This design comes from an exercise in tuning for small area, a short achievable clock period and few clock cycles per item on the open sky130 flow, not from production work.
The RTL was checked by simulation tests, not by an equivalence proof against the original design.
Power is estimated from default activity; no workload was simulated.

== north ==
==> flow/design.v <==
module matmult_result_serializer #(
  parameter int DATA_W = 64,
  parameter int N_ELEM = 25
) (
  input  logic                       clk,
  input  logic                       rst,
  input  logic                       in_valid,
  output logic                       in_accept,
  input  logic [N_ELEM*DATA_W-1:0]   in_c,
  output logic                       out_valid,
  input  logic                       out_ready,
  output logic [DATA_W-1:0]          out_data,
  output logic [4:0]                 out_index,
  output logic                       out_last,
  output logic [DATA_W-1:0]          out_sum,
  output logic                       out_sum_valid
);
  localparam logic [4:0] LAST_IDX = 5'(N_ELEM - 1);
  logic              bfree_q;              
  logic [DATA_W-1:0] buf_q [N_ELEM];
  logic [N_ELEM-1:0] bsel_q;               
  logic [DATA_W-1:0] r_q;                  
  logic              rv_q;
  logic [4:0]        ridx_q;
  logic              rlast_q;
  logic [DATA_W-1:0] sum_q;
  logic              sum_valid_q;
  logic              take;                 
  logic              rfree;                
  logic              rload;
  logic              xfer;
  logic [DATA_W-1:0] next_elem;
  logic [4:0]        ridx_d;
  assign take  = bfree_q & in_valid;
  assign rfree = ~rv_q | out_ready;
  assign rload = rfree & (~bfree_q | in_valid);
  assign xfer  = rv_q & out_ready;
  always_comb begin
    next_elem = in_c[DATA_W-1:0] & {DATA_W{bfree_q}};
    for (int i = 0; i < N_ELEM; i++) next_elem |= buf_q[i] & {DATA_W{bsel_q[i]}};
  end
  assign ridx_d = (bfree_q || rlast_q) ? 5'd0 : ridx_q + 5'd1;
  always_ff @(posedge clk) begin
    if (bfree_q) begin
      for (int i = 0; i < N_ELEM; i++) buf_q[i] <= in_c[i*DATA_W +: DATA_W];
    end
  end
  always_ff @(posedge clk) begin
    if (rst) begin
      bfree_q <= 1'b1;
      bsel_q  <= '0;
      rv_q    <= 1'b0;
    end else begin
      if (rload) rv_q <= 1'b1;
      else if (xfer) rv_q <= 1'b0;
      if (bfree_q) begin
        if (in_valid) begin
          bfree_q <= 1'b0;
          bsel_q  <= rfree ? N_ELEM'(2) : N_ELEM'(1);
        end
      end else if (rfree) begin
        bsel_q  <= bsel_q << 1;
        if (bsel_q[N_ELEM-1]) bfree_q <= 1'b1;
      end
    end
  end
  always_ff @(posedge clk) begin
    if (rload) begin
      r_q      <= next_elem;
      ridx_q   <= ridx_d;
      rlast_q  <= (ridx_d == LAST_IDX);
    end
  end
  logic [DATA_W-1:0] acc_q;
  logic [DATA_W-1:0] acc_sum;
  assign acc_sum = acc_q + r_q;
  always_ff @(posedge clk) begin
    if (rst) begin
      sum_valid_q <= 1'b0;
    end else begin
      sum_valid_q <= xfer & rlast_q;
    end
    if (rst)       acc_q <= '0;
    else if (xfer) acc_q <= acc_sum & {DATA_W{~rlast_q}};
    sum_q <= acc_sum;
  end
  assign in_accept     = bfree_q;
  assign out_valid     = rv_q;
  assign out_data      = r_q;
  assign out_index     = ridx_q;
  assign out_last      = rlast_q;
  assign out_sum       = sum_q;
  assign out_sum_valid = sum_valid_q;
endmodule
Settings: LEC_CHECK=0, CAP_MARGIN=20, CORE_AREA=5 5 435 435, CTS_CLUSTER_DIAMETER=60, CTS_CLUSTER_SIZE=30, DIE_AREA=0 0 440 440, SETUP_SLACK_MARGIN=4.0, SLEW_MARGIN=20; clock period 7.0 ns.
standard.sh (not shown) runs the stock make flow with config.mk's settings and CLKGATE_MAP_FILE= SYNTH_SCRIPT=/design/flow/synth_recipe.tcl, a recipe that flattens the netlist after the stock synthesis.
==> flow/flow/run.sh <==
#!/bin/bash
# Standard ORFS layout (the standard.sh), with the port buffers made from
# sky130_fd_sc_hd__buf_1 instead of the delay-buffer cell buffer_ports picks by default,
# and IO pins allowed one routing track apart so a smaller die holds all 1741 of them.
set -euo pipefail
export BUFFER_PORTS_ARGS="-buffer_cell sky130_fd_sc_hd__buf_1"
export PLACE_PINS_ARGS="-min_distance 1 -min_distance_in_tracks"
bash standard.sh > standard_make.log 2>&1
Testbench counts of north, summed over its fixed seeds: cycles 8,016, items 320.
Changes in east relative to north:
-- flow/design.v --
<<< north, line 24
  logic [4:0]        ridx_q;
  logic              rlast_q;
  logic [DATA_W-1:0] sum_q;
  logic              sum_valid_q;
>>> east, line 24
  logic [4:0]        ridx_q;
  logic              rlast_q;
  logic              rfirst_q;
  logic [DATA_W-1:0] sum_q;
  logic              sum_valid_q;
<<< north, line 70
      ridx_q   <= ridx_d;
      rlast_q  <= (ridx_d == LAST_IDX);
    end
  end
  logic [DATA_W-1:0] acc_q;
  logic [DATA_W-1:0] acc_sum;
  assign acc_sum = acc_q + r_q;
  always_ff @(posedge clk) begin
    if (rst) begin
>>> east, line 71
      ridx_q   <= ridx_d;
      rlast_q  <= (ridx_d == LAST_IDX);
      rfirst_q <= (ridx_d == 5'd0);
    end
  end
  always_ff @(posedge clk) begin
    if (rst) begin
<<< north, line 81
      sum_valid_q <= xfer & rlast_q;
    end
    if (rst)       acc_q <= '0;
    else if (xfer) acc_q <= acc_sum & {DATA_W{~rlast_q}};
    sum_q <= acc_sum;
  end
  assign in_accept     = bfree_q;
>>> east, line 80
      sum_valid_q <= xfer & rlast_q;
    end
    if (xfer) sum_q <= rfirst_q ? r_q : sum_q + r_q;
  end
  assign in_accept     = bfree_q;
[summary]
The placed instance area of east falls short of that of north by about 1.2%. Power of north is on par with east. east: average footprint of a synthesized cell higher than north. north vs east, most common cell after layout, fill and taps aside: buf_1 vs edfxtp_1. Depth of the critical timing path with buffers and inverters included was higher in the run labelled east. north and east ended up with roughly the same share of power burned in the clock network. east against north: final hold slack grew by 0.094 ns; post-synthesis simple-gate area fraction grew by 0.20 points; met2 wirelength from detailed routing shrank by about 3.6%; area growth from synthesis to layout grew by 0.31 points.
Testbench counts of east, summed over its fixed seeds: cycles 8,016, items 320.


RTL: the design.v shown in full above, as it stands there.
==> flow/config.mk <==
export PLATFORM = sky130hd
export DESIGN_NAME = matmult_result_serializer
export DESIGN_NICKNAME = matmult_result_serializer
export VERILOG_FILES = /design/flow/design.v
export SDC_FILE = /design/flow/constraint.sdc
export NUM_CORES = 4
export LEC_CHECK = 0
export CAP_MARGIN = 20
export CORE_AREA = 5 5 435 435
export DIE_AREA = 0 0 440 440
export SETUP_SLACK_MARGIN = 4.0
export SLEW_MARGIN = 20
==> flow/constraint.sdc <==
create_clock -name core_clock -period 7.0 [get_ports {clk}]
set_input_delay 1.4000 -clock core_clock [delete_from_list [all_inputs] [get_ports {clk}]]
set_output_delay 1.4000 -clock core_clock [all_outputs]
set_load 0.01 [all_outputs]
Scripts as last shown in full above: flow/flow/run.sh
Testbench counts at the start, summed over its fixed seeds: cycles 8,016, items 320.
Next try:
--- a/flow/design.v
+++ b/flow/design.v
@@ -24,4 +24,5 @@
   logic [4:0]        ridx_q;
   logic              rlast_q;
+  logic              rfirst_q;
   logic [DATA_W-1:0] sum_q;
   logic              sum_valid_q;
@@ -70,9 +71,7 @@
       ridx_q   <= ridx_d;
       rlast_q  <= (ridx_d == LAST_IDX);
+      rfirst_q <= (ridx_d == 5'd0);
     end
   end
-  logic [DATA_W-1:0] acc_q;
-  logic [DATA_W-1:0] acc_sum;
-  assign acc_sum = acc_q + r_q;
   always_ff @(posedge clk) begin
     if (rst) begin
@@ -81,7 +80,5 @@
       sum_valid_q <= xfer & rlast_q;
     end
-    if (rst)       acc_q <= '0;
-    else if (xfer) acc_q <= acc_sum & {DATA_W{~rlast_q}};
-    sum_q <= acc_sum;
+    if (xfer) sum_q <= rfirst_q ? r_q : sum_q + r_q;
   end
   assign in_accept     = bfree_q;
Outcome:
- The new run ran to the end with no violations
- sequential share of layout area is higher by 0.22 points
- via count is lower by 1.3%
- global-route usage is lower by 0.98 points
- worst setup slack gets worse by 52 ps
- count of clock-buffer cells in the layout is lower by 18
- hold slack gets better by 100 ps
- area after synthesis is lower by 1.2%
- synthesized cell count is lower by 1.6%
- sequential cell count is lower by 63
- cell area is lower by 1.5%
Testbench counts after the change, summed over its fixed seeds: cycles 8,016, items 320.

==> port drivers added, routing unchanged <==
Ports are ideal in the flow. The routed layouts listed here were re-timed in OpenROAD.
Step 1, drivers: a clkbuf_16 drives clk and a buf_2 each remaining input, both assumed.
Step 2 also shifts input and output timing later by t, the mid clock arrival at the registers, as if the neighbouring blocks saw the same clock.
Three values: no drivers, after step 1, after step 2; two values: the first two.
run | t (ns) | setup slack, ns | slew at the worst register clock pin (ns)
north | 0.907 | 3.785 / 3.785 / 3.469 | 0.10 / 0.10
east | 0.885 | 3.800 / 3.800 / 3.454 | 0.10 / 0.10
the first run of note 2 | 0.927 | 3.895 / 3.813 / 3.408 | 0.07 / 0.07
the second run of note 2 | 0.911 | 3.842 / 3.842 / 3.428 | 0.07 / 0.07
After both steps setup and hold are still met in every run listed. For the first run of note 2, which loses most, drivers alone change the setup slack by -0.082 ns; drivers and shift together by -0.487 ns.
